Source: an optimization exercise on an open RTL-to-GDS flow (aim: small area, a short achievable clock period and few clock cycles). Production flows keep margins and buffers that such runs may drop.
RTL that was checked went through simulation tests only; none was proved equivalent to the original.
For runs 3, 4 and 6, only the layout was checked, not whether the RTL still works.
Power and IR drop assume default switching activity.

## config.mk

```make
export PLATFORM = sky130hd
export DESIGN_NAME = laser_stripe_center_extract
export DESIGN_NICKNAME = laser_stripe_center_extract
export VERILOG_FILES = /design/flow/design.v
export SDC_FILE = /design/flow/constraint.sdc
export NUM_CORES = 4
export LEC_CHECK = 0
export CAP_MARGIN = 20
export CORE_MARGIN = 2
export CORE_UTILIZATION = 40
export SETUP_SLACK_MARGIN = 4.5
export SLEW_MARGIN = 20
```

## design.v

```verilog
package lsce_pkg;
  localparam int MAX_COLUMNS = 4096;
  localparam int MAX_ROWS    = 4096;
  localparam int COL_W       = 12;
  localparam int CNT_W       = 13;
  localparam int ROW_W       = 12;
  localparam int GRAD_W      = 9;
  localparam int CENTRE_W    = 20;
  localparam logic [1:0] REG_GRAD_THRESHOLD = 2'd0;
  localparam logic [1:0] REG_WIDTH_MIN      = 2'd1;
  localparam logic [1:0] REG_WIDTH_MAX      = 2'd2;
endpackage
module lsce_front (
  input  logic        clk,
  input  logic        rst_n,
  input  logic        in_push,
  output logic        in_full,
  input  logic [7:0]  in_pixel,
  input  logic        in_row_end,
  input  logic        in_frame_end,
  input  logic [8:0]  thr,
  input  logic signed [12:0] wmin,
  input  logic signed [12:0] wmax,
  input  logic        job_ready,
  input  logic        job_ready_nxt,
  output logic        job_valid,
  output logic [8:0]  job_x,
  output logic [8:0]  job_uq,
  output logic [9:0]  job_a,
  output logic [9:0]  job_b,
  output logic [12:0] job_s1,
  output logic        job_found,
  output logic        job_last
);
  logic       in_full_r;
  logic       v_r, re_r, fe_r;
  logic signed [8:0] g_r;
  logic [7:0] ip0_r, ip1_r;    
  logic [1:0] pos_r;           
  logic [12:0] col_r;
  logic        colnz_r, first_r;    
  logic signed [8:0] prev_r, pk1_r, tr1_r;
  logic [8:0]  x_r, yq_r, uq_r, w_r;
  logic        ppend_r, tpend_r;
  logic [11:0] pkc_r, trc_r;
  logic        fin1_r, fin2_r, fin_n1_r, fin_last_r;
  logic        pass_a_r, pass_lo_r, pass_hi_r;
  logic accept, hold, go, take, first, in_room;
  logic signed [9:0] dp, dt, dg;
  logic cap_p, cap_t;
  logic [12:0] col_n;
  logic fin1_n, fin2_n, v_n, re_n, colnz_n;
  assign in_full = in_full_r;
  assign accept  = in_push && !in_full_r;
  assign in_room = !col_r[12];
  assign hold    = v_r && (fin1_r || (fin2_r && !job_ready)) && (re_r || colnz_r);
  assign go      = v_r && !hold;
  assign take    = go && in_room && colnz_r;
  assign first   = first_r;
  assign dp      = 10'(g_r) - 10'(pk1_r);
  assign dt      = 10'(g_r) - 10'(tr1_r);
  assign dg      = 10'(g_r) - 10'(prev_r);
  assign cap_p   = first || !dp[9];
  assign cap_t   = first || dt[9];
  always_comb begin
    col_n = col_r;
    if (go) begin
      if (re_r) col_n = '0;
      else if (in_room) col_n = col_r + 13'd1;
    end
    colnz_n = go ? !re_r : colnz_r;
    fin1_n = go && re_r;
    fin2_n = fin1_r || (fin2_r && !job_ready);
    v_n   = hold ? 1'b1 : accept;
    re_n  = hold ? re_r : in_row_end;
  end
  always_ff @(posedge clk) begin
    if (!rst_n) begin
      in_full_r <= 1'b0;
      v_r <= 1'b0;
      pos_r <= '0;
      col_r <= '0;
      colnz_r <= 1'b0;
      first_r <= 1'b0;
      fin1_r <= 1'b0;
      fin2_r <= 1'b0;
    end else begin
      in_full_r <= v_n && (fin1_n || (fin2_n && !job_ready_nxt)) && (re_n || colnz_n);
      v_r <= v_n;
      if (accept) pos_r <= in_row_end ? 2'd0 : (pos_r == 2'd0 ? 2'd1 : 2'd2);
      col_r <= col_n;
      colnz_r <= colnz_n;
      if (go) first_r <= !re_r && !colnz_r;
      fin1_r <= fin1_n;
      fin2_r <= fin2_n;
    end
  end
  always_ff @(posedge clk) begin
    if (!hold) begin
      g_r <= pos_r[1] ? $signed({1'b0, in_pixel}) - $signed({1'b0, ip1_r}) : 9'sd0;
      re_r <= in_row_end;
      fe_r <= in_frame_end;
    end
    if (accept) begin
      ip1_r <= ip0_r;
      ip0_r <= in_pixel;
    end
    if (go && re_r) begin
      fin_n1_r <= !colnz_r;
      fin_last_r <= fe_r;
    end
    if (fin1_r) begin
      pass_a_r <= pass_a;
      pass_lo_r <= !wlo[13];
      pass_hi_r <= !whi[13];
    end
    if (take) begin
      prev_r <= g_r;
      ppend_r <= cap_p;
      tpend_r <= cap_t;
      if (ppend_r) yq_r <= ~dp[8:0];
      if (tpend_r) w_r <= dt[8:0];
      if (cap_p) begin
        pk1_r <= g_r;
        x_r <= first ? 9'd0 : dg[8:0];
        pkc_r <= col_r[11:0];
      end
      if (cap_t) begin
        tr1_r <= g_r;
        uq_r <= ~dg[8:0];
        trc_r <= col_r[11:0];
      end
    end
  end
  logic pass_a;
  logic signed [10:0] thr_s;
  logic signed [13:0] wlo, whi;
  logic signed [10:0] tlo, thi;
  always_comb begin
    thr_s = $signed({2'b00, thr});
    wlo = $signed({2'b00, trc_r}) - $signed({2'b00, pkc_r}) - 14'(wmin);    
    whi = 14'(wmax) - $signed({2'b00, trc_r}) + $signed({2'b00, pkc_r});    
    tlo = 11'(pk1_r) - thr_s;                                               
    thi = 11'sd0 - 11'(tr1_r) - thr_s;                                      
    pass_a = !fin_n1_r && (pk1_r > 9'sd0) && (tr1_r <= 9'sd0)
             && !tlo[10] && !thi[10] && (pkc_r != 12'd1) && (trc_r != 12'd1);
  end
  assign job_valid = fin2_r;
  assign job_x     = x_r;
  assign job_uq    = uq_r;
  assign job_a     = {1'b0, x_r} + {1'b0, ppend_r ? pk1_r : yq_r} + {9'd0, !ppend_r};
  assign job_b     = {1'b0, uq_r} + {1'b0, tpend_r ? ~tr1_r : w_r} + {8'd0, tpend_r, !tpend_r};
  assign job_s1    = {1'b0, pkc_r} + {1'b0, trc_r} - 13'd3;
  assign job_found = pass_a_r && pass_lo_r && pass_hi_r;
  assign job_last  = fin_last_r;
endmodule
module lsce_mul (
  input  logic        clk,
  input  logic        rst_n,
  input  logic        load,
  input  logic [8:0]  ld_x,
  input  logic [8:0]  ld_uq,
  input  logic [9:0]  ld_a,
  input  logic [9:0]  ld_b,
  input  logic [12:0] ld_s1,
  input  logic        ld_found,
  input  logic        ld_last,
  input  logic        take,
  output logic        valid,
  output logic        done,
  output logic        valid_nxt,
  output logic [19:0] d,
  output logic [19:0] e,
  output logic [12:0] s1,
  output logic        found,
  output logic        last
);
  logic        valid_r, done_r;
  logic [2:0]  cnt_r;
  logic [8:0]  x_r;
  logic [9:0]  a_r;
  logic signed [10:0] accd_r;
  logic signed [11:0] acce_r;
  logic [11:0] bq_r, uq_r;    
  logic [2:0]  db_r, du_r;      
  function automatic logic [2:0] booth(input logic b1, input logic b0, input logic bm);
    booth[0] = b0 ^ bm;
    booth[1] = (b1 & ~b0 & ~bm) | (~b1 & b0 & bm);
    booth[2] = b1 & ~(b0 & bm);
  endfunction
  logic [11:0] ma, mx, mxa;
  logic signed [12:0] sum_d;
  logic signed [13:0] sum_e;
  always_comb begin
    ma  = db_r[0] ? {2'b0, a_r} : db_r[1] ? {1'b0, a_r, 1'b0} : 12'd0;
    mx  = db_r[0] ? {3'b0, x_r} : db_r[1] ? {2'b0, x_r, 1'b0} : 12'd0;
    mxa = du_r[0] ? {2'b0, a_r} : du_r[1] ? {1'b0, a_r, 1'b0} : 12'd0;
    sum_d = 13'(accd_r) + (db_r[2] ? ~{1'b0, ma} : {1'b0, ma}) + 13'(db_r[2]);
    sum_e = 14'(acce_r) + (db_r[2] ? ~{2'b0, mx} : {2'b0, mx})
            + (du_r[2] ? ~{2'b0, mxa} : {2'b0, mxa}) + 14'(db_r[2]) + 14'(du_r[2]);
  end
  assign valid = valid_r;
  assign done  = done_r;
  assign valid_nxt = load || (valid_r && !take);
  assign d = {accd_r[7:0], bq_r};
  assign e = {acce_r[7:0], uq_r};
  always_ff @(posedge clk) begin
    if (!rst_n) begin
      valid_r <= 1'b0;
      done_r <= 1'b0;
    end else if (load) begin
      valid_r <= 1'b1;
      done_r <= !ld_found;
    end else if (take) begin
      valid_r <= 1'b0;
      done_r <= 1'b0;
    end else if (valid_r && !done_r && cnt_r == 3'd5) begin
      done_r <= 1'b1;
    end
  end
  always_ff @(posedge clk) begin
    if (load) begin
      x_r <= ld_x;
      a_r <= ld_a;
      accd_r <= '0;
      acce_r <= 12'(ld_a);
      bq_r <= {2'b0, ld_b};
      uq_r <= {3'b0, ld_uq};
      db_r <= booth(ld_b[1], ld_b[0], 1'b0);
      du_r <= booth(ld_uq[1], ld_uq[0], 1'b0);
      s1 <= ld_s1;
      found <= ld_found;
      last <= ld_last;
      cnt_r <= '0;
    end else if (valid_r && !done_r) begin
      accd_r <= sum_d[12:2];
      acce_r <= sum_e[13:2];
      bq_r <= {sum_d[1:0], bq_r[11:2]};
      uq_r <= {sum_e[1:0], uq_r[11:2]};
      db_r <= booth(bq_r[3], bq_r[2], bq_r[1]);
      du_r <= booth(uq_r[3], uq_r[2], uq_r[1]);
      cnt_r <= cnt_r + 3'd1;
    end
  end
endmodule
module lsce_back (
  input  logic        clk,
  input  logic        rst_n,
  input  logic        job_done,
  input  logic [19:0] job_d,
  input  logic [19:0] job_e,
  input  logic [12:0] job_s1,
  input  logic        job_found,
  input  logic        job_last,
  output logic        take,
  output logic        out_empty,
  input  logic        out_pop,
  output logic        out_found,
  output logic [19:0] out_centre_q8,
  output logic        out_last
);
  logic        valid_r, done_r;
  logic [3:0]  cnt_r;
  logic [19:0] r_r;
  logic        sb_r;
  logic [19:0] d_r;
  logic [7:0]  q_r;
  logic [12:0] s1_r;
  logic        pop;
  logic [20:0] t, diff;
  logic        qb;
  logic [19:0] c0, c1, r1, r0;
  assign pop  = out_pop && done_r;
  assign take = job_done && (!valid_r || pop);
  assign out_empty = !done_r;
  assign out_centre_q8 = r_r;
  assign t = {r_r, sb_r};
  assign diff = t - {1'b0, d_r};
  assign qb = !diff[20];
  assign c0 = {s1_r, q_r[6:0]} + {12'd0, q_r[7], 7'd0};
  assign c1 = c0 + 20'd1;
  assign r1 = cnt_r == 4'd8 ? c1 : diff[19:0];
  assign r0 = cnt_r == 4'd8 ? c0 : t[19:0];
  always_ff @(posedge clk) begin
    if (!rst_n) begin
      valid_r <= 1'b0;
      done_r <= 1'b0;
    end else if (take) begin
      valid_r <= 1'b1;
      done_r <= !job_found;
    end else if (pop) begin
      valid_r <= 1'b0;
      done_r <= 1'b0;
    end else if (valid_r && !done_r && cnt_r == 4'd8) begin
      done_r <= 1'b1;
    end
  end
  always_ff @(posedge clk) begin
    if (take) begin
      d_r <= job_d;
      s1_r <= job_s1;
      out_found <= job_found;
      out_last <= job_last;
      r_r <= job_found ? {1'b0, job_e[19:1]} : 20'd0;
      sb_r <= job_e[0];
      cnt_r <= '0;
    end else if (valid_r && !done_r) begin
      cnt_r <= cnt_r + 4'd1;
      sb_r <= 1'b0;
      r_r <= qb ? r1 : r0;
      if (cnt_r != 4'd8) q_r <= {q_r[6:0], qb};
    end
  end
endmodule
module laser_stripe_center_extract (
  input  logic                clk,
  input  logic                rst_n,
  input  logic                in_push,
  output logic                in_full,
  input  logic [7:0]          in_pixel,
  input  logic                in_row_end,
  input  logic                in_frame_end,
  output logic                out_empty,
  input  logic                out_pop,
  output logic [lsce_pkg::ROW_W-1:0]    out_row_number,
  output logic                out_found,
  output logic [lsce_pkg::CENTRE_W-1:0] out_centre_q8,
  output logic                out_last,
  input  logic                cfg_valid,
  output logic                cfg_ready,
  input  logic [1:0]          cfg_index,
  input  logic [12:0]         cfg_data
);
  logic [8:0]         thr_r;
  logic signed [12:0] wmin_r, wmax_r;
  logic [11:0]        row_r;
  logic        job_valid, job_found, job_last;
  logic [8:0]  job_x, job_uq;
  logic [9:0]  job_a, job_b;
  logic [12:0] job_s1;
  logic        mul_valid, mul_done, mul_valid_nxt, mul_found, mul_last, mul_take;
  logic [19:0] mul_d, mul_e;
  logic [12:0] mul_s1;
  assign cfg_ready = 1'b1;
  always_ff @(posedge clk) begin
    if (!rst_n) begin
      thr_r <= 9'd35;
      wmin_r <= 13'sd1;
      wmax_r <= 13'sd20;
    end else if (cfg_valid) begin
      case (cfg_index)
        lsce_pkg::REG_GRAD_THRESHOLD: thr_r <= cfg_data[8:0];
        lsce_pkg::REG_WIDTH_MIN:      wmin_r <= $signed(cfg_data);
        lsce_pkg::REG_WIDTH_MAX:      wmax_r <= $signed(cfg_data);
        default: begin
        end
      endcase
    end
  end
  always_ff @(posedge clk) begin
    if (!rst_n) begin
      row_r <= '0;
    end else if (out_pop && !out_empty) begin
      if (out_last) row_r <= '0;
      else if (row_r != 12'hfff) row_r <= row_r + 12'd1;
    end
  end
  assign out_row_number = row_r;
  lsce_front u_front (
    .clk          (clk),
    .rst_n        (rst_n),
    .in_push      (in_push),
    .in_full      (in_full),
    .in_pixel     (in_pixel),
    .in_row_end   (in_row_end),
    .in_frame_end (in_frame_end),
    .thr          (thr_r),
    .wmin         (wmin_r),
    .wmax         (wmax_r),
    .job_ready    (!mul_valid),
    .job_ready_nxt(!mul_valid_nxt),
    .job_valid    (job_valid),
    .job_x        (job_x),
    .job_uq        (job_uq),
    .job_a        (job_a),
    .job_b        (job_b),
    .job_s1       (job_s1),
    .job_found    (job_found),
    .job_last     (job_last)
  );
  lsce_mul u_mul (
    .clk       (clk),
    .rst_n     (rst_n),
    .load      (job_valid && !mul_valid),
    .ld_x      (job_x),
    .ld_uq     (job_uq),
    .ld_a      (job_a),
    .ld_b      (job_b),
    .ld_s1     (job_s1),
    .ld_found  (job_found),
    .ld_last   (job_last),
    .take      (mul_take),
    .valid     (mul_valid),
    .done      (mul_done),
    .valid_nxt (mul_valid_nxt),
    .d         (mul_d),
    .e         (mul_e),
    .s1        (mul_s1),
    .found     (mul_found),
    .last      (mul_last)
  );
  lsce_back u_back (
    .clk           (clk),
    .rst_n         (rst_n),
    .job_done      (mul_done),
    .job_d         (mul_d),
    .job_e         (mul_e),
    .job_s1        (mul_s1),
    .job_found     (mul_found),
    .job_last      (mul_last),
    .take          (mul_take),
    .out_empty     (out_empty),
    .out_pop       (out_pop),
    .out_found     (out_found),
    .out_centre_q8 (out_centre_q8),
    .out_last      (out_last)
  );
endmodule
```

## run.sh

```bash
#!/bin/bash
# synth_recipe.tcl (not shown) runs the flow's synth.tcl, then flattens the netlist and writes it again
# the make line also repeats each setting of config.mk as NAME=value (left out here)
make -C /OpenROAD-flow-scripts/flow DESIGN_CONFIG=/design/flow/config.mk WORK_HOME=/design/flow/orfs CLKGATE_MAP_FILE= SYNTH_SCRIPT=/design/flow/synth_recipe.tcl finish
```

## constraint.sdc

```tcl
create_clock -name core_clock -period 8.0 [get_ports {clk}]
set_input_delay 1.6000 -clock core_clock [delete_from_list [all_inputs] [get_ports {clk}]]
set_output_delay 1.6000 -clock core_clock [all_outputs]
set_load 0.01 [all_outputs]
```

==> flow_metrics.env, run 1 <==
export IMPL_yosysUniqueCellTypes=64
export IMPL_syn_area_per_cell_sq_um=9.925
export IMPL_syn_nets=2393
export IMPL_cts_tree="yes"
export IMPL_numClockSinks=351
export IMPL_seq_area_sq_um=9559
export IMPL_dp_hpwl_mm=37.12
export IMPL_grt_setup_unrepaired="yes"
export IMPL_synth_xor_area_frac=0.06639
export IMPL_synth_largest_area_cell="edfxtp_1"
export IMPL_synth_area_sq_um=21240
export IMPL_cpMostUsedCell="o21ai_0"
export IMPL_synth_area_leaders="edfxtp_1, ha_1, dfxtp_1"
export IMPL_routed_wl_mm=49.33
export IMPL_routedWlPerCell_um=16.73
export IMPL_hold_path_class="register to register"
export IMPL_via_per_inst=5.137
export IMPL_netlist_top_cells_count="edfxtp_1, inv_1, nand2_1, ha_1, o21ai_0"
export IMPL_synth_compound_area_share=0.1390
export IMPL_crit_type="register to register"
export IMPL_relSlewSlack=0.3666
export IMPL_post_route_period_util=0.4223
export IMPL_ys_warn_count=4
export IMPL_final_setup_viol_count=0
export IMPL_post_place_ws_ns=3.543
export IMPL_ys_ff_latch=351
export IMPL_antenna_left=0
export IMPL_period_minus_slack_ns=3.379
export IMPL_core_area_sq_um=52550
export IMPL_finalClockSkew_ns=0.01727
export IMPL_p_leak_nw=9.759
export IMPL_path_clk_slew_ns=0.06
export IMPL_tns_ns=0
export IMPL_cp_max_fo=30
export IMPL_slew_viol_final=0
export IMPL_h_tree_depth=2
export IMPL_synthAdderAreaFrac=0.1437
export IMPL_drtIter0Drc=1031
export IMPL_areaGrowthSynthToFinish_pct=14.67
export IMPL_grt_pass1_wl_mm=78.60
export IMPL_final_hold_violation_count=0
export IMPL_antennaDiodeCount=0
export IMPL_hold_slack_ns=0.4160
export IMPL_ys_seq_area_frac=0.4501
export IMPL_arrival_ns=3.60
export IMPL_cp_data_required_time_ns=8.22
export IMPL_gp_congestion=0.9011
export IMPL_cts_root_buf="clkbuf_16"
export IMPL_synth_edff_count=253
export IMPL_cts_path_max_buffers=3
export IMPL_nets=2481
export IMPL_status="timing/DRC/antenna clean"
export IMPL_critPathMaxStageDelay_ns=0.50
export IMPL_drive_gt1_frac=0.07965
export IMPL_cp_slowest_cell="edfxtp_1"
export IMPL_grt_overflow_total=0
export IMPL_die_h_um=234.4
export IMPL_grt_max_degree=64
export IMPL_portBuffers=65
export IMPL_synth_top_family_by_area="adder cells"
export IMPL_peakVddDrop_mv=0.1384
export IMPL_synth_ff_type="edfxtp_1"
export IMPL_cp_start_kind="register"
export IMPL_synth_most_common_cell="edfxtp_1"
export IMPL_die_w_um=234.4
export IMPL_multi_input_area_sq_um=10680
export IMPL_drc_errors=0
export IMPL_synth_top_cell_area_share=0.3577
export IMPL_setup_ws_ns=4.621
export IMPL_power_density_nw_per_um2=193.2
export IMPL_antenna_found_initial=0
export IMPL_max_cap_violations=0
export IMPL_crit_chain="inv_1 > ha_1 > nor2b_1 > o21ai_0 > a21boi_0 > o21ai_0 > a21boi_0 > o21a_1 > o21ai_0 > a221o_1 > and2_1 > buf_6"
export IMPL_synthCells=2140
export IMPL_worst_slew_pin_slew_ns=0.9501
export IMPL_dieArea_sq_um=54960
export IMPL_insertion_delay_ns=0.56
export IMPL_crit_path_end_kind="register"
export IMPL_rows=84
export IMPL_vias=15140
export IMPL_fin_util=0.4635
export IMPL_cts_buffers=41
export IMPL_fillCellCount=4925
export IMPL_synthSimpleGateAreaFrac=0.1325
export IMPL_start_util=0.4042
export IMPL_pin_count=67
export IMPL_grtUsageTotal=0.1815
export IMPL_dr_pass1_iters=5
export IMPL_synth_mux_area_frac=0.01237
export IMPL_async_flop_share=0
export IMPL_clock_fmax_mhz=296.0
export IMPL_grt_pass1_vias=14820
[path summary, 6_finish.rpt]
path / start / end / slack [ns] / cells after the start
worst max-delay path: u_front.tr1_r[1] / u_front.uq_r[7] / 4.62 / 12
worst min-delay path: u_mul.s1[3] / u_back.s1_r[3] / 0.42 / 0
worst max register to register: u_front.tr1_r[1] / u_front.uq_r[7] / 4.62 / 12
worst min register to register: u_mul.s1[3] / u_back.s1_r[3] / 0.42 / 0
[cell families after synthesis]
| family | Yosys count |
|---|---|
| buffers and inverters | 313 |
| other | 1 |
| adder cells (fa/ha/maj) | 223 |
| AO/OA/AOI/OAI | 468 |
| AND/OR/NAND/NOR | 599 |
| multiplexers | 24 |
| flip-flops | 351 |
| XOR/XNOR | 161 |
[layout make-up]
cell class                      instances  area share
Inverter                              247     0.03899
Multi-Input combinational cell       1476      0.4384
Clock buffer                           51     0.04623
Timing Repair Buffer                  111     0.04105
Tap cell                              688     0.03534
Clock inverter                         24    0.007552
Sequential cell                       351      0.3925
[worst max-delay path: cells and delay by family, from the launching register on]
family | cells | cell delay (ns)
compound gates | 7 | 1.48
fa+ha+maj | 1 | 0.32
buf+inv | 2 | 0.48
flops | 1 | 0.50
simple gates | 2 | 0.26
[where the power goes]
part / switching (W) / internal, W
Clock: 0.000749 / 0.00107
Combinational: 0.000424 / 0.000334
Sequential: 0.0000756 / 0.00206
[per-layer routing]
layer / global-route usage / wire, um / part of all wire / vias up
li1: - / - / - / 7635
met5: 0 / 0 / 0 / -
met4: 0.05955 / 1313 / 0.027 / 0
met3: 0.02095 / 1757 / 0.036 / 80
met2: 0.2984 / 22360 / 0.45 / 287
met1: 0.2500 / 23900 / 0.48 / 7142
[sequential cells by signal, indices dropped and copies added (netlist names), 13 cells and up]
signal	cells
u_back.d_r	20
u_back.r_r	20
u_back.s1_r	13
u_front.col_r	13
u_mul.s1	13
wmax_r	13
wmin_r	13
[placed cells by master, fill, tap and decap left out, types with 14 or more instances in the layout]
cell	synthesis	final
edfxtp_1	253	253
inv_1	244	242
nand2_1	240	239
ha_1	188	185
a21oi_1	124	121
o21ai_0	125	118
nor2_1	116	116
xnor2_1	108	106
dfxtp_1	98	98
clkdlybuf4s50_1	0	64
xor2_1	53	53
nand3_1	47	47
clkbuf_16	0	43
buf_4	1	37
a21o_1	35	35
a21boi_0	33	33
nor2b_1	36	33
fa_1	35	32
nand2b_1	27	25
and2_1	22	22
nor3_1	24	22
a22oi_1	21	20
mux2_2	18	18
o21bai_1	17	17
o21a_1	15	15
a211oi_1	18	15
and3_1	14	14
[repair_timing]
| action | 4_1_cts | 5_1_grt |
|---|---|---|
| resized for setup | 11 | 44 |
| endpoints found under the hold margin | 0 | 0 |
| setup endpoints to repair | 71 | 104 |
| setup buffers | 14 | 14 |
| hold buffers | 0 | 0 |
| gates cloned | 0 | 1 |
| pin swaps | 1 | 9 |
[through the flow]
stage                     std cells  power, W  cell area [sq um]
after floorplan                2140  0.002702              21250
after global placement         2843  0.002871              22630
after detailed placement       2844  0.002893              22630
after CTS                      2933  0.004722              24080
after global routing           2948  0.004924              24360
final                          2948  0.004706              24360
Testbench counts, summed over its fixed seeds: cycles 36,155.
==> run 2: changes to the inputs <==
--- a/config.mk
+++ b/config.mk
@@ -10,3 +10,3 @@
 export CORE_UTILIZATION = 40
-export SETUP_SLACK_MARGIN = 4.5
+export SETUP_SLACK_MARGIN = 4.8
 export SLEW_MARGIN = 20
==> run 2 against run 1 <==
  * Sequential share of layout area is 1.4 points lower
  * Largest power group unchanged
  * Global-route usage rose by 0.47 points
  * Largest cell class unchanged
  * Still clean
  * Sequential power barely moved
  * Worst setup slack better by 0.054 ns
==> flow_metrics.env, run 2 <==
export IMPL_cts_path_max_buffers=3
export IMPL_numClockSinks=351
export IMPL_start_util=0.4042
export IMPL_synth_edff_count=253
export IMPL_antenna_left=0
export IMPL_ys_seq_area_frac=0.4501
export IMPL_synth_area_leaders="edfxtp_1, ha_1, dfxtp_1"
export IMPL_portBuffers=65
export IMPL_vias=15510
export IMPL_cts_root_buf="clkbuf_16"
export IMPL_peakVddDrop_mv=0.1784
export IMPL_dr_pass1_iters=5
export IMPL_rows=84
export IMPL_synth_largest_area_cell="edfxtp_1"
export IMPL_drive_gt1_frac=0.1315
export IMPL_arrival_ns=3.62
export IMPL_ys_ff_latch=351
export IMPL_setup_ws_ns=4.676
export IMPL_synth_top_cell_area_share=0.3577
export IMPL_cp_max_fo=3
export IMPL_synthCells=2140
export IMPL_synth_area_sq_um=21240
export IMPL_grt_overflow_total=0
export IMPL_power_density_nw_per_um2=188.6
export IMPL_ys_warn_count=4
export IMPL_antenna_found_initial=0
export IMPL_worst_slew_pin_slew_ns=0.9225
export IMPL_final_setup_viol_count=0
export IMPL_finalClockSkew_ns=0.02659
export IMPL_clock_fmax_mhz=300.8
export IMPL_cp_start_kind="register"
export IMPL_hold_path_class="register to register"
export IMPL_netlist_top_cells_count="edfxtp_1, inv_1, nand2_1, ha_1, o21ai_0"
export IMPL_slew_viol_final=0
export IMPL_cts_tree="yes"
export IMPL_areaGrowthSynthToFinish_pct=18.78
export IMPL_cts_buffers=40
export IMPL_p_leak_nw=10.12
export IMPL_status="timing/DRC/antenna clean"
export IMPL_synth_ff_type="edfxtp_1"
export IMPL_antennaDiodeCount=0
export IMPL_grt_setup_unrepaired="yes"
export IMPL_cts_hold_fix_buffers=0
export IMPL_routedWlPerCell_um=17.13
export IMPL_final_hold_violation_count=0
export IMPL_hold_slack_ns=0.4182
export IMPL_post_route_period_util=0.4156
export IMPL_max_cap_violations=0
export IMPL_pin_count=67
export IMPL_crit_type="register to register"
export IMPL_dp_hpwl_mm=36.82
export IMPL_place_area_sq_um=22680
export IMPL_drtIter0Drc=815
export IMPL_period_minus_slack_ns=3.324
export IMPL_synth_most_common_cell="edfxtp_1"
export IMPL_stdcell_area_sq_um=25230
export IMPL_grtUsageTotal=0.1863
export IMPL_layout_commonest_cell="edfxtp_1"
export IMPL_path_clk_slew_ns=0.06
export IMPL_gp_congestion=0.8838
export IMPL_nets=2520
export IMPL_grt_pass1_vias=15020
export IMPL_syn_nets=2393
export IMPL_via_per_inst=5.197
export IMPL_dieArea_sq_um=54960
export IMPL_relSlewSlack=0.3850
export IMPL_core_area_sq_um=52550
export IMPL_yosysUniqueCellTypes=64
export IMPL_tns_ns=0
export IMPL_crit_path_end_kind="register"
export IMPL_grt_pass1_wl_mm=80.81
export IMPL_die_w_um=234.4
export IMPL_grt_max_degree=64
export IMPL_insertion_delay_ns=0.56
export IMPL_layout_common_cells="edfxtp_1, nand2_1, inv_1"
export IMPL_die_h_um=234.4
export IMPL_routed_wl_mm=51.12
export IMPL_async_flop_share=0
export IMPL_syn_area_per_cell_sq_um=9.925
export IMPL_top_regs="u_back.d_r (20), u_back.r_r (20)"
export IMPL_post_place_ws_ns=3.536
export IMPL_drc_errors=0
export IMPL_power_w=0.004757
export IMPL_cp_data_required_time_ns=8.29
export IMPL_h_tree_depth=2
-- run 2: cell count changes in the layout (fill, tap and decap cells not counted), moves of 9 or more --
cell,previous run,this run
buf_4,37,64
ha_1,185,166
a21oi_1,121,105
a21oi_2,3,18
o21ai_0,118,105
ha_4,0,11
buf_6,5,15
clkbuf_1,6,16
clkdlybuf4s50_1,64,54
inv_1,242,232
inv_2,1,11
o21ai_1,5,15
dlymetal6s2s_1,0,9
-- run 2: cells by family (layout without fill, tap and decap cells) --
group | count (synthesis) | count (layout) | synth area share
AOI/OAI and AO/OA | 468 | 468 | 0.1390
xor gates and xnor gates | 161 | 161 | 0.06639
adders and majority gates | 223 | 223 | 0.1437
and+or+nand+nor | 599 | 599 | 0.1325
DFF | 351 | 351 | 0.4501
other | 1 | 1 | 0.0001766
muxes | 24 | 24 | 0.01237
buffers and inverters | 313 | 470 | 0.05573
-- run 2: worst paths after layout --
path	start	endpoint	slack, ns	cells past startpoint
min reg2reg	u_front.ip0_r[6]	u_front.ip1_r[6]	0.42	0
max reg2reg	u_front.pkc_r[1]	u_front.pass_lo_r	4.68	16
max	u_front.pkc_r[1]	u_front.pass_lo_r	4.68	16
min	u_front.ip0_r[6]	u_front.ip1_r[6]	0.42	0
-- run 2: area by class of cell --
class                      instances  area (sq um)
clock inverter                    13         143.9
sequential                       351          9560
timing repair buffer             148          1366
tap                              688         860.8
multi-input combinational       1476         11190
inverter                         247         952.2
timing repair inverter             3         26.28
clock buffer                      59          1125
fill                            4877         27320
-- run 2: per-stage QoR --
stage	instances	utilization
after global routing	2985	0.4801
after global placement	2843	0.4314
final	2985	0.4801
after CTS	2958	0.4663
after floorplan	2140	-
after detailed placement	2843	0.4315
-- run 2: routing by layer --
metal	global-route usage	vias up	wire [um]
li1	-	7708	-
met1	0.2574	7401	24170
met2	0.3043	326	23470
met3	0.02725	77	2200
met4	0.05346	0	1277
met5	0	-	0
-- run 2: critical path: stages (launching register included) --
cell and delay (ns):
edfxtp_1 0.47, buf_6 0.17, fa_2 0.39, o21bai_1 0.17, a21o_1 0.15, a21oi_1 0.07, o21bai_1 0.21, a21oi_2 0.10
o21ai_2 0.18, a31oi_4 0.12, o21bai_1 0.18, a21oi_1 0.10, ha_2 0.19, a2111oi_2 0.19, o21ai_1 0.12, o21ai_1 0.10
a31oi_1 0.13
-- run 2: power by group --
group	total [W]	internal (W)	switching (W)
registers	0.00213	0.00206	0.0000772
logic	0.000829	0.000375	0.000454
clock network	0.00179	0.00107	0.000722
total	0.00476	0.00350	0.00125
-- run 2: repair_timing --
action	4_1_cts	5_1_grt
pin swaps	29	73
setup buffers	40	25
setup endpoints to repair	157	106
resized for setup	69	129
gates cloned	3	2
==> run 3: changes to the inputs <==
--- a/design.v
+++ b/design.v
@@ -124,3 +124,3 @@
         pk1_r <= g_r;
-        x_r <= first ? 9'd0 : dg[8:0];
+        x_r <= dg[8:0];
         pkc_r <= col_r[11:0];
--- a/config.mk
+++ b/config.mk
@@ -10,3 +10,6 @@
 export CORE_UTILIZATION = 40
-export SETUP_SLACK_MARGIN = 4.8
+export CTS_BUF_LIST = sky130_fd_sc_hd__clkbuf_8
+export CTS_CLUSTER_DIAMETER = 70
+export CTS_CLUSTER_SIZE = 12
+export SETUP_SLACK_MARGIN = 4.5
 export SLEW_MARGIN = 20
==> run 3 against run 2 <==
  * Still clean
  * Combinational power shrank 9.8%
  * Cell count shrank 1.2%
  * Wire length shrank 1.4%
  * Clock skew grew 0.0095 ns
  * Final area shrank 4.0%
  * Via count shrank 1.4%
  * Critical path type unchanged
==> flow_metrics.env, run 3 <==
export IMPL_grt_max_degree=70
export IMPL_stdcell_count=2949
export IMPL_setup_ws_ns=4.531
export IMPL_peakVddDrop_mv=0.09421
export IMPL_power_density_nw_per_um2=165.2
export IMPL_pin_count=67
export IMPL_min_from="u_mul.bq_r[0]"
export IMPL_cp_data_required_time_ns=8.36
export IMPL_ys_seq_area_frac=0.4474
export IMPL_via_per_inst=5.188
export IMPL_post_place_ws_ns=3.528
export IMPL_grt_setup_unrepaired="yes"
export IMPL_grt_pass1_wl_mm=79.68
export IMPL_synth_most_common_cell="edfxtp_1"
export IMPL_h_tree_depth=2
export IMPL_synth_area_leaders="edfxtp_1, ha_1, dfxtp_1"
export IMPL_hold_path_class="register to register"
export IMPL_synth_mux_area_frac=0.01774
export IMPL_portBuffers=65
export IMPL_die_h_um=235.1
export IMPL_synth_ff_type="edfxtp_1"
export IMPL_synth_largest_area_cell="edfxtp_1"
export IMPL_cpMostUsedCell="a21oi_2"
export IMPL_synthSimpleGateAreaFrac=0.1239
export IMPL_max_cap_violations=0
export IMPL_cp_start_kind="register"
export IMPL_syn_area_per_cell_sq_um=10.06
export IMPL_path_clk_slew_ns=0.09
export IMPL_start_util=0.4058
export IMPL_top_regs="u_back.d_r (20), u_back.r_r (20)"
export IMPL_layout_commonest_cell="inv_1"
export IMPL_async_flop_share=0
export IMPL_dieArea_sq_um=55280
export IMPL_dr_pass1_iters=5
export IMPL_slew_viol_final=0
export IMPL_cts_tree="yes"
export IMPL_synth_edff_count=253
export IMPL_synth_xor_area_frac=0.06559
export IMPL_yosysUniqueCellTypes=79
export IMPL_cts_path_max_buffers=3
export IMPL_dp_hpwl_mm=37.67
export IMPL_grtUsageTotal=0.1788
export IMPL_nets=2485
export IMPL_crit_chain="ha_4 > inv_4 > o21bai_4 > a21oi_2 > o21bai_1 > a21oi_2 > o21ba_4 > o41ai_4 > nor2_1 > xnor2_1 > ha_1 > a21o_1 > a21o_1 > a21oi_2 > o21a_1 > a21oi_2"
export IMPL_antenna_found_initial=1
export IMPL_post_route_period_util=0.4337
export IMPL_cp_top_family="compound AO/OA/AOI/OAI gates"
export IMPL_ys_ff_latch=351
export IMPL_crit_type="register to register"
export IMPL_cts_root_buf="clkbuf_8"
export IMPL_layout_common_cells="inv_1, edfxtp_1, nand2_1"
export IMPL_synthAdderAreaFrac=0.1444
export IMPL_routed_wl_mm=50.42
export IMPL_final_setup_viol_count=0
export IMPL_areaGrowthSynthToFinish_pct=13.30
export IMPL_p_leak_nw=9.877
export IMPL_die_w_um=235.1
export IMPL_vias=15300
export IMPL_synthCells=2124
export IMPL_rr_startpoint="u_front.trc_r[1]"
export IMPL_arrival_ns=3.83
export IMPL_finalClockSkew_ns=0.03606
export IMPL_tns_ns=0
export IMPL_synth_top_family_by_area="adder cells"
export IMPL_core_area_sq_um=52660
export IMPL_ys_warn_count=4
export IMPL_cp_slowest_cell="edfxtp_1"
export IMPL_numClockSinks=351
export IMPL_crit_path_start="u_front.trc_r[1]"
export IMPL_grt_pass1_vias=15080
export IMPL_period_minus_slack_ns=3.469
export IMPL_synth_area_sq_um=21370
export IMPL_synth_compound_area_share=0.1433
export IMPL_gp_congestion=0.8868
export IMPL_status="timing/DRC/antenna clean"
export IMPL_relSlewSlack=0.3901
export IMPL_syn_nets=2378
export IMPL_crit_path_end_kind="register"
export IMPL_insertion_delay_ns=0.61
export IMPL_drtIter0Drc=832
export IMPL_netlist_top_cells_count="edfxtp_1, inv_1, nand2_1, ha_1, a21oi_1"
export IMPL_final_hold_violation_count=0
export IMPL_clock_fmax_mhz=288.2
export IMPL_critPathMaxStageDelay_ns=0.51
export IMPL_drive_gt1_frac=0.09606
export IMPL_drc_errors=0
export IMPL_place_inst=2827
export IMPL_routedWlPerCell_um=17.10
export IMPL_path_buf_inv=1
export IMPL_worst_slew_pin_slew_ns=0.9121
export IMPL_cts_buffers=36
export IMPL_antenna_left=0
export IMPL_grt_overflow_total=0
export IMPL_synth_top_cell_area_share=0.3556
export IMPL_cp_max_fo=3
export IMPL_rows=84
run 3: worst paths after layout:
| check | endpoint | slack (ns) | cells past startpoint |
|---|---|---|---|
| worst max-delay path | u_front.pass_lo_r | 4.53 | 16 |
| worst min-delay path | u_back.d_r[0] | 0.42 | 0 |
| worst max register to register | u_front.pass_lo_r | 4.53 | 16 |
| worst min register to register | u_back.d_r[0] | 0.42 | 0 |
run 3: stage by stage:
| stage | cell area, sq um | util | total power, W | hold slack (ns) |
|---|---|---|---|---|
| 6_report | 24210 | 0.4597 | 0.003998 | 0.4208 |
| 5_1_grt | 24210 | 0.4597 | 0.004212 | 0.4280 |
| 3_5_place_dp | 22750 | 0.4320 | 0.002860 | 0.4045 |
| 3_3_place_gp | 22740 | 0.4319 | 0.002836 | 0.4037 |
| 4_1_cts | 23800 | 0.4520 | 0.004010 | 0.4238 |
| 2_1_floorplan | 21380 | - | 0.002683 | 0.4003 |
run 3: area by class of cell:
| type | instances | area, sq um |
|---|---|---|
| clock buffers | 39 | 536.8 |
| multi-input cells | 1449 | 10950 |
| clock inverters | 27 | 140.1 |
| fillers | 4862 | 28450 |
| well taps | 688 | 860.8 |
| flip-flops and latches | 351 | 9559 |
| diodes | 2 | 5.005 |
| repair buffers | 133 | 1162 |
| inverters | 260 | 993.5 |
run 3: logic make-up (layout without fill, tap and decap cells):
family                   count (synthesis)  after routing
adder cells (fa/ha/maj)                226            226
AND/OR/NAND/NOR                        556            556
other                                    1              3
buffers and inverters                  324            459
AO/OA/AOI/OAI                          472            472
flip-flops                             351            351
multiplexers                            34             34
XOR/XNOR                               160            160
run 3: power by group:
| group | internal [W] | switching [W] |
|---|---|---|
| combinational | 0.000334 | 0.000414 |
| clock | 0.000487 | 0.000637 |
| sequential | 0.00205 | 0.0000756 |
run 3: timing repair:
item                       CTS  global route
hold buffers                 0             0
setup endpoints to repair   46            41
cloned                       0             0
resized for setup           39            45
buffers inserted            25            28
pin swaps                   25            58
run 3: routing by layer:
layer	up-vias	GRT usage	routed length [um]
li1	7607	-	-
met1	7305	0.2457	23960
met2	300	0.2905	23250
met3	87	0.02181	1720
met4	0	0.06444	1493
met5	-	0	0
==> run 4: changes to the inputs <==
--- a/config.mk
+++ b/config.mk
@@ -7,3 +7,3 @@
 export LEC_CHECK = 0
-export CAP_MARGIN = 20
+export CAP_MARGIN = 5
 export CORE_MARGIN = 2
@@ -14,2 +14,2 @@
 export SETUP_SLACK_MARGIN = 4.5
-export SLEW_MARGIN = 20
+export SLEW_MARGIN = 5
==> run 4 against run 3 <==
  * Die area unchanged
  * Synthesized cell count stayed put
  * Global-route usage is essentially flat
  * Largest power group unchanged
  * Synthesized area did not move
  * Clock skew about the same
  * Register-to-register slack is essentially flat
  * Clock-buffer cell count increased by 1
  * Critical path depth unchanged
  * Clock power barely moved
  * Flip-flop and latch count did not move
  * Largest cell class unchanged
  * Worst hold slack better by 0.0021 ns
==> flow_metrics.env, run 4 <==
export IMPL_grt_overflow_total=0
export IMPL_synthAdderAreaFrac=0.1444
export IMPL_synth_area_leaders="edfxtp_1, ha_1, dfxtp_1"
export IMPL_worst_slew_pin_slew_ns=1.232
export IMPL_finalClockSkew_ns=0.03600
export IMPL_synth_compound_area_share=0.1433
export IMPL_synth_area_sq_um=21370
export IMPL_final_setup_viol_count=0
export IMPL_drc_errors=0
export IMPL_p_leak_nw=9.898
export IMPL_antenna_found_initial=1
export IMPL_ys_warn_count=4
export IMPL_synth_edff_count=253
export IMPL_cp_slowest_cell="edfxtp_1"
export IMPL_synth_ff_type="edfxtp_1"
export IMPL_cpMostUsedCell="a21oi_2"
export IMPL_hold_path_class="register to register"
export IMPL_start_util=0.4058
export IMPL_cp_data_required_time_ns=8.36
export IMPL_power_density_nw_per_um2=166.5
export IMPL_syn_nets=2378
export IMPL_grt_pass1_vias=15100
export IMPL_layout_commonest_cell="inv_1"
export IMPL_core_area_sq_um=52660
export IMPL_path_buf_inv=1
export IMPL_drive_gt1_frac=0.09690
export IMPL_dp_hpwl_mm=37.72
export IMPL_grt_max_degree=70
export IMPL_ys_seq_area_frac=0.4474
export IMPL_path_clk_slew_ns=0.09
export IMPL_synth_largest_area_cell="edfxtp_1"
export IMPL_h_tree_depth=2
export IMPL_grt_setup_unrepaired="yes"
export IMPL_rr_startpoint="u_front.trc_r[1]"
export IMPL_post_place_ws_ns=3.519
export IMPL_pin_count=67
export IMPL_arrival_ns=3.84
export IMPL_clock_fmax_mhz=287.7
export IMPL_gp_congestion=0.8868
export IMPL_async_flop_share=0
export IMPL_via_per_inst=5.225
export IMPL_ys_ff_latch=351
export IMPL_hold_depth=0
export IMPL_synth_top_cell_area_share=0.3556
export IMPL_layout_common_cells="inv_1, edfxtp_1, nand2_1"
export IMPL_synth_xor_area_frac=0.06559
export IMPL_crit_chain="ha_1 > inv_2 > o21bai_1 > a21oi_2 > o21bai_1 > a21oi_2 > o21ba_4 > o41ai_4 > o41ai_2 > xnor2_1 > ha_1 > and3_1 > a31o_2 > o31ai_4 > o21a_1 > a21oi_2"
export IMPL_crit_cells=16
export IMPL_synthSimpleGateAreaFrac=0.1239
export IMPL_crit_path_start="u_front.trc_r[1]"
export IMPL_numClockSinks=351
export IMPL_cp_max_fo=4
export IMPL_synth_most_common_cell="edfxtp_1"
export IMPL_portBuffers=65
export IMPL_insertion_delay_ns=0.62
export IMPL_yosysUniqueCellTypes=79
export IMPL_synth_top_family_by_area="adder cells"
export IMPL_die_h_um=235.1
export IMPL_max_cap_violations=0
export IMPL_period_minus_slack_ns=3.476
export IMPL_relSlewSlack=0.1722
export IMPL_setup_ws_ns=4.524
export IMPL_fillCellCount=4873
export IMPL_post_route_period_util=0.4345
export IMPL_fin_util=0.4596
export IMPL_crit_path_end_kind="register"
export IMPL_status="timing/DRC/antenna clean"
export IMPL_tns_ns=0
export IMPL_top_regs="u_back.d_r (20), u_back.r_r (20)"
export IMPL_syn_area_per_cell_sq_um=10.06
export IMPL_routed_wl_mm=50.82
export IMPL_nets=2487
export IMPL_cts_tree="yes"
export IMPL_reg2regPathDepth=16
export IMPL_drtIter0Drc=853
export IMPL_dr_pass1_iters=5
export IMPL_critPathMaxStageDelay_ns=0.49
export IMPL_synthCells=2124
export IMPL_peakVddDrop_mv=0.08442
export IMPL_netlist_top_cells_count="edfxtp_1, inv_1, nand2_1, ha_1, a21oi_1"
export IMPL_cp_top_family="compound AO/OA/AOI/OAI gates"
export IMPL_vias=15410
export IMPL_worstSetupEndpoint="u_front.pass_lo_r"
export IMPL_antenna_left=0
export IMPL_slew_viol_final=0
export IMPL_cts_hold_fix_buffers=0
export IMPL_rows=84
export IMPL_cp_start_kind="register"
export IMPL_synth_mux_area_frac=0.01774
export IMPL_rr_endpoint="u_front.pass_lo_r"
export IMPL_grt_pass1_wl_mm=79.77
export IMPL_cts_buffers=36
export IMPL_die_w_um=235.1
export IMPL_hold_slack_ns=0.4229
export IMPL_r2r_slack_ns=4.52
export IMPL_cts_path_max_buffers=3
export IMPL_areaGrowthSynthToFinish_pct=13.27
export IMPL_crit_type="register to register"
export IMPL_grtUsageTotal=0.1792
export IMPL_dieArea_sq_um=55280
export IMPL_final_hold_violation_count=0
export IMPL_routedWlPerCell_um=17.23
export IMPL_cts_root_buf="clkbuf_8"
run 4: cell types whose count changed in the layout (fill, tap and decap cells not counted), sizes merged:
cell / previous run / this run
diode: 2 / 1
clkinvlp: 3 / 2
clkinv: 3 / 2
buf: 68 / 70
clkbuf: 40 / 41
run 4: repair_timing:
item                       CTS  global route
pin swaps                   22            52
setup buffers               24            32
setup endpoints to repair   46            60
gates resized for setup     37            45
run 4: layer usage:
layer / part of all wire / global-route usage
met1: 0.47 / 0.2455
met2: 0.46 / 0.2951
met3: 0.035 / 0.02146
met4: 0.027 / 0.05850
met5: 0 / 0
run 4: cell families (layout without fill, tap and decap cells):
kind of cell | after synthesis | after routing
adder cells (fa/ha/maj) | 226 | 226
multiplexers | 34 | 34
buffers and inverters | 324 | 460
other | 1 | 2
flip-flops | 351 | 351
XOR/XNOR | 160 | 160
AND/OR/NAND/NOR | 556 | 556
AO/OA/AOI/OAI | 472 | 472
run 4: per-stage QoR:
stage	std cells	total power, W	cell area [sq um]
2_1_floorplan	2124	0.002683	21380
3_3_place_gp	2827	0.002836	22740
3_5_place_dp	2827	0.002860	22740
4_1_cts	2916	0.004025	23790
5_1_grt	2949	0.004234	24200
6_report	2949	0.004028	24200
run 4: worst reg2reg max path, delay by kind of cell, from the launching register on:
kind,cells,cell delay (ns)
AOI/OAI and AO/OA,11,1.74
xor gates and xnor gates,1,0.21
adders and majority gates,2,0.62
buffers and inverters,1,0.04
DFF,1,0.49
and+or+nand+nor,1,0.15
run 4: how the worst min path moves through the flow:
| stage | start | endpoint | slack (ns) |
|---|---|---|---|
| 4_1_cts | u_mul.s1[9] | u_back.s1_r[9] | 0.42 |
| 3_3_place_gp | u_front.ip0_r[1] | u_front.ip1_r[1] | 0.40 |
| 3_5_place_dp | u_mul.s1[9] | u_back.s1_r[9] | 0.40 |
| 5_1_grt | u_mul.s1[9] | u_back.s1_r[9] | 0.43 |
| 2_1_floorplan | u_mul.bq_r[0] | u_back.d_r[0] | 0.40 |
| 6_report | u_mul.s1[9] | u_back.s1_r[9] | 0.42 |
run 4: final cells by class:
class | count | area [sq um] | share of cell area
multi-input cells | 1449 | 10930 | 0.4516
repair buffers | 135 | 1175 | 0.04855
diodes | 1 | 2.502 | 0.0001034
clock buffers | 40 | 550.5 | 0.02275
clock inverters | 25 | 133.9 | 0.005532
inverters | 260 | 991.0 | 0.04095
well taps | 688 | 860.8 | 0.03557
flip-flops and latches | 351 | 9559 | 0.3950
run 4: report_power, final:
group	internal, W	leakage [nW]	total [W]	switching (W)
combinational	0.000339	6.34	0.000757	0.000418
sequential	0.00205	3.14	0.00213	0.0000760
clock	0.000497	0.417	0.00114	0.000647
total	0.00289	9.90	0.00403	0.00114
==> run 5: changes to the inputs <==
--- a/design.v
+++ b/design.v
@@ -124,3 +124,3 @@
         pk1_r <= g_r;
-        x_r <= dg[8:0];
+        x_r <= first ? 9'd0 : dg[8:0];
         pkc_r <= col_r[11:0];
--- a/config.mk
+++ b/config.mk
@@ -7,3 +7,3 @@
 export LEC_CHECK = 0
-export CAP_MARGIN = 5
+export CAP_MARGIN = 20
 export CORE_MARGIN = 2
@@ -14,2 +14,2 @@
 export SETUP_SLACK_MARGIN = 4.5
-export SLEW_MARGIN = 5
+export SLEW_MARGIN = 20
==> run 5 against run 4 <==
  * Still clean
  * Synthesized area shrank 0.59%
  * Final area shrank 1.6%
  * Wire length shrank 2.6%
  * Clock power is essentially flat
  * Sequential share of layout area grew 0.66 points
  * First-iteration DRC count grew 27%
  * Non-clock buffer count shrank 21
  * Register-to-register slack gained 0.06 ns
==> flow_metrics.env, run 5 <==
export IMPL_drive_gt1_frac=0.07709
export IMPL_post_place_ws_ns=3.543
export IMPL_rows=84
export IMPL_dr_max_layer_used="met4"
export IMPL_fillCellCount=4997
export IMPL_gp_congestion=0.9011
export IMPL_grt_pass1_wl_mm=78.16
export IMPL_grt_pass1_vias=14650
export IMPL_cp_start_kind="register"
export IMPL_syn_nets=2393
export IMPL_pin_count=67
export IMPL_portBuffers=65
export IMPL_synth_top_cell_area_share=0.3577
export IMPL_finalClockSkew_ns=0.01897
export IMPL_drc_errors=0
export IMPL_syn_area_per_cell_sq_um=9.925
export IMPL_synth_ff_type="edfxtp_1"
export IMPL_status="timing/DRC/antenna clean"
export IMPL_insertion_delay_ns=0.61
export IMPL_cp_data_required_time_ns=8.33
export IMPL_cts_buffers=37
export IMPL_vias=15220
export IMPL_final_setup_viol_count=0
export IMPL_worst_slew_pin_slew_ns=1.083
export IMPL_ys_warn_count=4
export IMPL_cp_max_fo=4
export IMPL_synthSimpleGateAreaFrac=0.1325
export IMPL_layout_common_cells="inv_1, edfxtp_1, nand2_1"
export IMPL_met3_length_mm=2.018
export IMPL_place_area_sq_um=22630
export IMPL_synth_top_family_by_area="adder cells"
export IMPL_ys_seq_area_frac=0.4501
export IMPL_final_hold_violation_count=0
export IMPL_cts_root_buf="clkbuf_8"
export IMPL_arrival_ns=3.74
export IMPL_areaGrowthSynthToFinish_pct=12.07
export IMPL_stdcell_area_sq_um=23800
export IMPL_synthCells=2140
export IMPL_crit_type="register to register"
export IMPL_power_w=0.004018
export IMPL_synth_most_common_cell="edfxtp_1"
export IMPL_start_util=0.4042
export IMPL_setup_ws_ns=4.587
export IMPL_nets=2481
export IMPL_drtIter0Drc=1084
export IMPL_synth_compound_area_share=0.1390
export IMPL_dr_wl_met2_mm=22.44
export IMPL_power_density_nw_per_um2=168.8
export IMPL_yosysUniqueCellTypes=64
export IMPL_slew_viol_final=0
export IMPL_cts_path_max_buffers=3
export IMPL_peakVddDrop_mv=0.1051
export IMPL_antenna_left=0
export IMPL_via_per_inst=5.165
export IMPL_max_cap_violations=0
export IMPL_synth_edff_count=253
export IMPL_grtUsageTotal=0.1807
export IMPL_h_tree_depth=2
export IMPL_p_leak_nw=9.573
export IMPL_synth_area_sq_um=21240
export IMPL_ys_ff_latch=351
export IMPL_post_route_period_util=0.4267
export IMPL_path_clk_slew_ns=0.08
export IMPL_routedWlPerCell_um=16.80
export IMPL_period_minus_slack_ns=3.413
export IMPL_die_h_um=234.4
export IMPL_crit_path_end_kind="register"
export IMPL_grt_overflow_total=0
export IMPL_met1_length_mm=23.67
export IMPL_relSlewSlack=0.2751
export IMPL_layout_commonest_cell="inv_1"
export IMPL_hold_path_class="register to register"
export IMPL_core_area_sq_um=52550
export IMPL_die_w_um=234.4
export IMPL_dieArea_sq_um=54960
export IMPL_netlist_top_cells_count="edfxtp_1, inv_1, nand2_1, ha_1, o21ai_0"
export IMPL_routed_wl_mm=49.48
export IMPL_synth_xor_area_frac=0.06639
export IMPL_grt_setup_unrepaired="yes"
export IMPL_synthAdderAreaFrac=0.1437
export IMPL_synth_largest_area_cell="edfxtp_1"
export IMPL_numClockSinks=351
export IMPL_antenna_found_initial=1
export IMPL_dp_hpwl_mm=37.12
export IMPL_clock_fmax_mhz=293.0
export IMPL_cts_tree="yes"
export IMPL_grt_max_degree=64
export IMPL_synth_area_leaders="edfxtp_1, ha_1, dfxtp_1"
export IMPL_dr_pass1_iters=5
export IMPL_async_flop_share=0
export IMPL_top_regs="u_back.d_r (20), u_back.r_r (20)"
export IMPL_synth_mux_area_frac=0.01237
export IMPL_tns_ns=0
run 5: cell count changes after synthesis, sizes merged, moves of 7 or more:
| cell | before | now |
|---|---|---|
| nor2 | 85 | 116 |
| o21ai | 109 | 127 |
| inv | 260 | 247 |
| o21bai | 29 | 17 |
| a21o | 46 | 35 |
| nand3 | 36 | 47 |
| and3 | 23 | 14 |
| nand2 | 247 | 240 |
run 5: worst max-delay path: stages, from the launching register on:
cell      delay [ns]
edfxtp_1        0.45
buf_6           0.16
a22oi_2         0.23
xnor2_2         0.11
fa_1            0.60
inv_1           0.09
ha_4            0.27
a21o_1          0.11
a21oi_2         0.06
o21a_1          0.21
o21ai_2         0.19
a41oi_2         0.16
a21oi_2         0.26
xnor2_2         0.15
a21oi_1         0.09
run 5: stage by stage:
stage | utilization | hold WS (ns) | cells
finish | 0.4530 | 0.4165 | 2946
global route | 0.4530 | 0.4287 | 2946
CTS | 0.4458 | 0.4225 | 2923
detailed placement | 0.4307 | 0.4045 | 2844
global placement | 0.4306 | 0.4030 | 2843
floorplan | - | 0.4003 | 2140
run 5: cell families after synthesis:
kind of cell | Yosys count
flops | 351
mux | 24
simple gates | 599
fa+ha+maj | 223
buf+inv | 313
other cells | 1
xor+xnor | 161
compound gates | 468
run 5: area by class of cell:
type                       count  area, sq um  area share
clock inverter                27        126.4    0.005309
clock buffer                  41        564.3     0.02371
multi-input combinational   1476        10710      0.4498
timing repair inverter         1        8.758   0.0003680
antenna                        1        2.502   0.0001051
tap                          688        860.8     0.03616
sequential                   351         9559      0.4016
inverter                     247        949.7     0.03990
timing repair buffer         114         1025     0.04305
run 5: where the power goes:
group          switching, W  internal, W  total [W]
Clock              0.000648     0.000480    0.00113
Combinational      0.000425     0.000336   0.000761
Sequential        0.0000755      0.00205    0.00213
run 5: path summary, 6_finish.rpt:
check | startpoint | endpoint | slack [ns] | depth (start not counted)
min | u_mul.s1[3] | u_back.s1_r[3] | 0.42 | 0
max reg2reg | u_mul.db_r[0] | u_mul.acce_r[9] | 4.59 | 14
max | u_mul.db_r[0] | u_mul.acce_r[9] | 4.59 | 14
min reg2reg | u_mul.s1[3] | u_back.s1_r[3] | 0.42 | 0
run 5: layer usage:
layer  vias up  GRT usage
li1       7622          -
met1      7187     0.2492
met3        84    0.02544
met2       323     0.2948
met4         0    0.05562
met5         -          0
run 5: repair_timing:
action	4_1_cts	5_1_grt
endpoints found under the setup margin	71	84
hold buffers	0	0
resized for setup	9	56
buffers inserted	11	20
cloned	0	2
pin swaps	1	18
Testbench counts of run 5, summed over its fixed seeds: cycles 36,155.
==> run 6: changes to the inputs <==
--- a/design.v
+++ b/design.v
@@ -31,3 +31,3 @@
   output logic [12:0] job_s1,
-  output logic        job_found,
+  output logic [2:0]  job_found,    
   output logic        job_last
@@ -45,4 +45,3 @@
   logic [11:0] pkc_r, trc_r;
-  logic        fin1_r, fin2_r, fin_n1_r, fin_last_r;
-  logic        pass_a_r, pass_lo_r, pass_hi_r;
+  logic        fin_r, fin_n1_r, fin_last_r;
   logic accept, hold, go, take, first, in_room;
@@ -51,3 +50,3 @@
   logic [12:0] col_n;
-  logic fin1_n, fin2_n, v_n, re_n, colnz_n;
+  logic fin_n, v_n, re_n, colnz_n;
   assign in_full = in_full_r;
@@ -55,3 +54,3 @@
   assign in_room = !col_r[12];
-  assign hold    = v_r && (fin1_r || (fin2_r && !job_ready)) && (re_r || colnz_r);
+  assign hold    = v_r && fin_r && !job_ready && (re_r || colnz_r);
   assign go      = v_r && !hold;
@@ -71,4 +70,3 @@
     colnz_n = go ? !re_r : colnz_r;
-    fin1_n = go && re_r;
-    fin2_n = fin1_r || (fin2_r && !job_ready);
+    fin_n = (fin_r && !job_ready) || (go && re_r);
     v_n   = hold ? 1'b1 : accept;
@@ -84,6 +82,5 @@
       first_r <= 1'b0;
-      fin1_r <= 1'b0;
-      fin2_r <= 1'b0;
+      fin_r <= 1'b0;
     end else begin
-      in_full_r <= v_n && (fin1_n || (fin2_n && !job_ready_nxt)) && (re_n || colnz_n);
+      in_full_r <= v_n && fin_n && !job_ready_nxt && (re_n || colnz_n);
       v_r <= v_n;
@@ -93,4 +90,3 @@
       if (go) first_r <= !re_r && !colnz_r;
-      fin1_r <= fin1_n;
-      fin2_r <= fin2_n;
+      fin_r <= fin_n;
     end
@@ -111,7 +107,2 @@
     end
-    if (fin1_r) begin
-      pass_a_r <= pass_a;
-      pass_lo_r <= !wlo[13];
-      pass_hi_r <= !whi[13];
-    end
     if (take) begin
@@ -124,3 +115,3 @@
         pk1_r <= g_r;
-        x_r <= first ? 9'd0 : dg[8:0];
+        x_r <= dg[8:0];
         pkc_r <= col_r[11:0];
@@ -147,3 +138,3 @@
   end
-  assign job_valid = fin2_r;
+  assign job_valid = fin_r;
   assign job_x     = x_r;
@@ -153,3 +144,3 @@
   assign job_s1    = {1'b0, pkc_r} + {1'b0, trc_r} - 13'd3;
-  assign job_found = pass_a_r && pass_lo_r && pass_hi_r;
+  assign job_found = {pass_a, !wlo[13], !whi[13]};
   assign job_last  = fin_last_r;
@@ -165,3 +156,3 @@
   input  logic [12:0] ld_s1,
-  input  logic        ld_found,
+  input  logic [2:0]  ld_found,
   input  logic        ld_last,
@@ -178,2 +169,3 @@
   logic        valid_r, done_r;
+  logic [2:0]  found_r;
   logic [2:0]  cnt_r;
@@ -201,2 +193,3 @@
   end
+  assign found = &found_r;
   assign valid = valid_r;
@@ -212,3 +205,3 @@
       valid_r <= 1'b1;
-      done_r <= !ld_found;
+      done_r <= 1'b0;
     end else if (take) begin
@@ -216,3 +209,3 @@
       done_r <= 1'b0;
-    end else if (valid_r && !done_r && cnt_r == 3'd5) begin
+    end else if (valid_r && !done_r && (!found || cnt_r == 3'd5)) begin
       done_r <= 1'b1;
@@ -221,2 +214,6 @@
   always_ff @(posedge clk) begin
+    db_r <= load ? booth(ld_b[1], ld_b[0], 1'b0) : booth(bq_r[3], bq_r[2], bq_r[1]);
+    du_r <= load ? booth(ld_uq[1], ld_uq[0], 1'b0) : booth(uq_r[3], uq_r[2], uq_r[1]);
+  end
+  always_ff @(posedge clk) begin
     if (load) begin
@@ -228,6 +225,4 @@
       uq_r <= {3'b0, ld_uq};
-      db_r <= booth(ld_b[1], ld_b[0], 1'b0);
-      du_r <= booth(ld_uq[1], ld_uq[0], 1'b0);
       s1 <= ld_s1;
-      found <= ld_found;
+      found_r <= ld_found;
       last <= ld_last;
@@ -239,4 +234,2 @@
       uq_r <= {sum_e[1:0], uq_r[11:2]};
-      db_r <= booth(bq_r[3], bq_r[2], bq_r[1]);
-      du_r <= booth(uq_r[3], uq_r[2], uq_r[1]);
       cnt_r <= cnt_r + 3'd1;
@@ -336,3 +329,4 @@
   logic [11:0]        row_r;
-  logic        job_valid, job_found, job_last;
+  logic        job_valid, job_last;
+  logic [2:0]  job_found;
   logic [8:0]  job_x, job_uq;
==> run 6 against run 5 <==
  * Still clean on timing, DRC and antenna
  * Register-to-register slack hardly changed
  * Worst hold slack improved by 0.0069 ns
  * Worst setup slack gained 0.0027 ns
  * Power increased by 12%
  * Critical path type unchanged
  * Critical endpoint is now u_back.r_r[6]
  * Largest power group unchanged
==> flow_metrics.env, run 6 <==
export IMPL_synth_ff_type="edfxtp_1"
export IMPL_synth_area_leaders="edfxtp_1, ha_1, dfxtp_1"
export IMPL_cp_start_kind="register"
export IMPL_via_per_inst=5.250
export IMPL_crit_path_end_kind="register"
export IMPL_status="timing/DRC/antenna clean"
export IMPL_start_util=0.4058
export IMPL_portBuffers=65
export IMPL_grtUsageTotal=0.1785
export IMPL_cts_buffers=37
export IMPL_arrival_ns=3.79
export IMPL_cts_hold_fix_buffers=0
export IMPL_insertion_delay_ns=0.61
export IMPL_async_flop_share=0
export IMPL_cp_data_required_time_ns=8.38
export IMPL_cp_max_fo=7
export IMPL_stdcell_area_sq_um=23900
export IMPL_syn_nets=2395
export IMPL_nets=2488
export IMPL_layout_common_cells="inv_1, edfxtp_1, nand2_1"
export IMPL_slew_viol_final=0
export IMPL_grt_overflow_total=0
export IMPL_tns_ns=0
export IMPL_cts_root_buf="clkbuf_8"
export IMPL_ys_seq_area_frac=0.4422
export IMPL_place_area_sq_um=22750
export IMPL_stdcell_count=2952
export IMPL_hold_path_class="register to register"
export IMPL_vias=15500
export IMPL_grt_pass1_vias=14870
export IMPL_period_minus_slack_ns=3.411
export IMPL_numClockSinks=349
export IMPL_layout_commonest_cell="inv_1"
export IMPL_power_w=0.004481
export IMPL_syn_area_per_cell_sq_um=9.970
export IMPL_drive_gt1_frac=0.07509
export IMPL_relSlewSlack=0.3770
export IMPL_dieArea_sq_um=55280
export IMPL_synth_area_sq_um=21370
export IMPL_cts_path_max_buffers=3
export IMPL_synth_top_cell_area_share=0.3457
export IMPL_drtIter0Drc=884
export IMPL_antennaDiodeCount=0
export IMPL_p_leak_nw=9.757
export IMPL_finalClockSkew_ns=0.03092
export IMPL_grt_max_degree=62
export IMPL_routedWlPerCell_um=17.16
export IMPL_synth_largest_area_cell="edfxtp_1"
export IMPL_yosysUniqueCellTypes=80
export IMPL_antenna_left=0
export IMPL_core_area_sq_um=52660
export IMPL_synth_edff_count=246
export IMPL_die_w_um=235.1
export IMPL_max_cap_violations=0
export IMPL_routed_wl_mm=50.65
export IMPL_cts_tree="yes"
export IMPL_top_regs="u_back.d_r (20), u_back.r_r (20)"
export IMPL_setup_ws_ns=4.589
export IMPL_synthCells=2143
export IMPL_place_inst=2851
export IMPL_ys_ff_latch=349
export IMPL_dp_hpwl_mm=38.57
export IMPL_dr_pass1_iters=5
export IMPL_fillCellCount=4979
export IMPL_clock_fmax_mhz=293.2
export IMPL_path_clk_slew_ns=0.10
export IMPL_seq_area_sq_um=9464
export IMPL_grt_setup_unrepaired="yes"
export IMPL_h_tree_depth=2
export IMPL_power_density_nw_per_um2=187.5
export IMPL_peakVddDrop_mv=0.1177
export IMPL_antenna_found_initial=0
export IMPL_netlist_top_cells_count="inv_1, edfxtp_1, nand2_1, ha_1, nor2_1"
export IMPL_gp_congestion=0.8841
export IMPL_crit_type="register to register"
export IMPL_rows=84
export IMPL_worst_slew_pin_slew_ns=0.9323
export IMPL_post_route_period_util=0.4263
export IMPL_final_setup_viol_count=0
export IMPL_final_hold_violation_count=0
export IMPL_post_place_ws_ns=3.502
export IMPL_ys_warn_count=4
export IMPL_synth_most_common_cell="inv_1"
export IMPL_multi_input_area_sq_um=10820
export IMPL_areaGrowthSynthToFinish_pct=11.83
export IMPL_grt_pass1_wl_mm=79.47
export IMPL_die_h_um=235.1
export IMPL_drc_errors=0
export IMPL_pin_count=67
run 6: final cells by class:
class                      instances  area share
clock buffer                      41     0.02362
clock inverter                    26    0.006074
inverter                         260     0.04158
multi-input combinational       1475      0.4529
sequential                       349      0.3961
tap                              688     0.03602
timing repair buffer             112     0.04336
timing repair inverter             1   0.0003665
run 6: report_power, final:
group / leakage [nW] / internal, W / switching [W]
registers: 3.14 / 0.00208 / 0.000106
logic: 6.19 / 0.000507 / 0.000616
clock network: 0.430 / 0.000511 / 0.000661
total: 9.76 / 0.00310 / 0.00138
run 6: final timing paths:
kind / to / from / cells after the start / slack, ns
worst max-delay path: u_back.r_r[6] / u_back.d_r[0] / 11 / 4.59
worst min-delay path: u_back.s1_r[8] / u_mul.s1[8] / 0 / 0.42
worst max register to register: u_back.r_r[6] / u_back.d_r[0] / 11 / 4.59
worst min register to register: u_back.s1_r[8] / u_mul.s1[8] / 0 / 0.42
run 6: what timing repair did:
item,in CTS,in global routing
endpoints found under the setup margin,47,49
pin swaps,4,6
setup buffers,7,26
gates cloned,0,1
gates resized for setup,12,32
endpoints found under the hold margin,0,0
run 6: critical path, stage by stage, from the launching register on:
cell	delay, ns
edfxtp_1	0.39
ha_2	0.22
fa_2	0.40
and2b_1	0.22
o31ai_1	0.08
a211o_1	0.37
a211o_4	0.38
a21oi_4	0.19
or2_4	0.20
clkinv_8	0.09
mux2_4	0.30
a221o_1	0.32
run 6: cells by family after synthesis:
kind of cell,Yosys count,synth area share
simple gates,596,0.1328
other cells,1,0.0001755
xor+xnor,164,0.06722
mux,38,0.02155
buf+inv,319,0.05709
flops,349,0.4422
compound gates,453,0.1361
fa+ha+maj,223,0.1428
run 6: per-stage QoR:
stage | utilization | hold slack, ns
global placement | 0.4321 | 0.4016
finish | 0.4538 | 0.4234
CTS | 0.4473 | 0.4229
global route | 0.4538 | 0.4285
detailed placement | 0.4321 | 0.4054
floorplan | - | 0.4003
run 6: routing by layer:
layer	track usage	wire length [um]	up-vias
met2	0.2871	22890	339
met5	0	0	-
met1	0.2484	24150	7401
met4	0.06406	1618	0
met3	0.02087	1981	99
li1	-	-	7659

## static timing again, ports no longer ideal
The results above use ideal ports. As a check the final layouts listed here were re-extracted and re-timed, cells and wires unchanged. Step 1 (the two cells are an assumption about what drives the block):
set clk [get_ports {clk}]
set_driving_cell -lib_cell sky130_fd_sc_hd__clkbuf_16 $clk
set_driving_cell -lib_cell sky130_fd_sc_hd__buf_2 [delete_from_list [all_inputs] $clk]
Step 2 also shifts input and output timing later by t, the mid clock arrival at the registers, as if the neighbouring blocks saw the same clock. Three values: ideal, step 1, step 2; two values: the first two.
run	t (ns)	slack for setup (ns)	worst hold slack (ns)	pins driven straight from the clock port
run 1	0.605	4.621 / 4.621 / 4.135	0.416 / 0.416 / 0.416	1
run 2	0.603	4.676 / 4.643 / 4.404	0.418 / 0.418 / 0.418	1
run 3	0.643	4.531 / 4.531 / 4.026	0.421 / 0.421 / 0.421	1
run 4	0.655	4.524 / 4.524 / 4.055	0.423 / 0.423 / 0.423	1
run 5	0.652	4.587 / 4.587 / 3.993	0.417 / 0.417 / 0.417	1
run 6	0.652	4.589 / 4.586 / 4.022	0.423 / 0.423 / 0.423	1
After both steps every run listed still meets setup and hold. The setup slack of run 5, which loses most, moves by 0.000 ns with the drivers and by -0.594 ns with both steps.
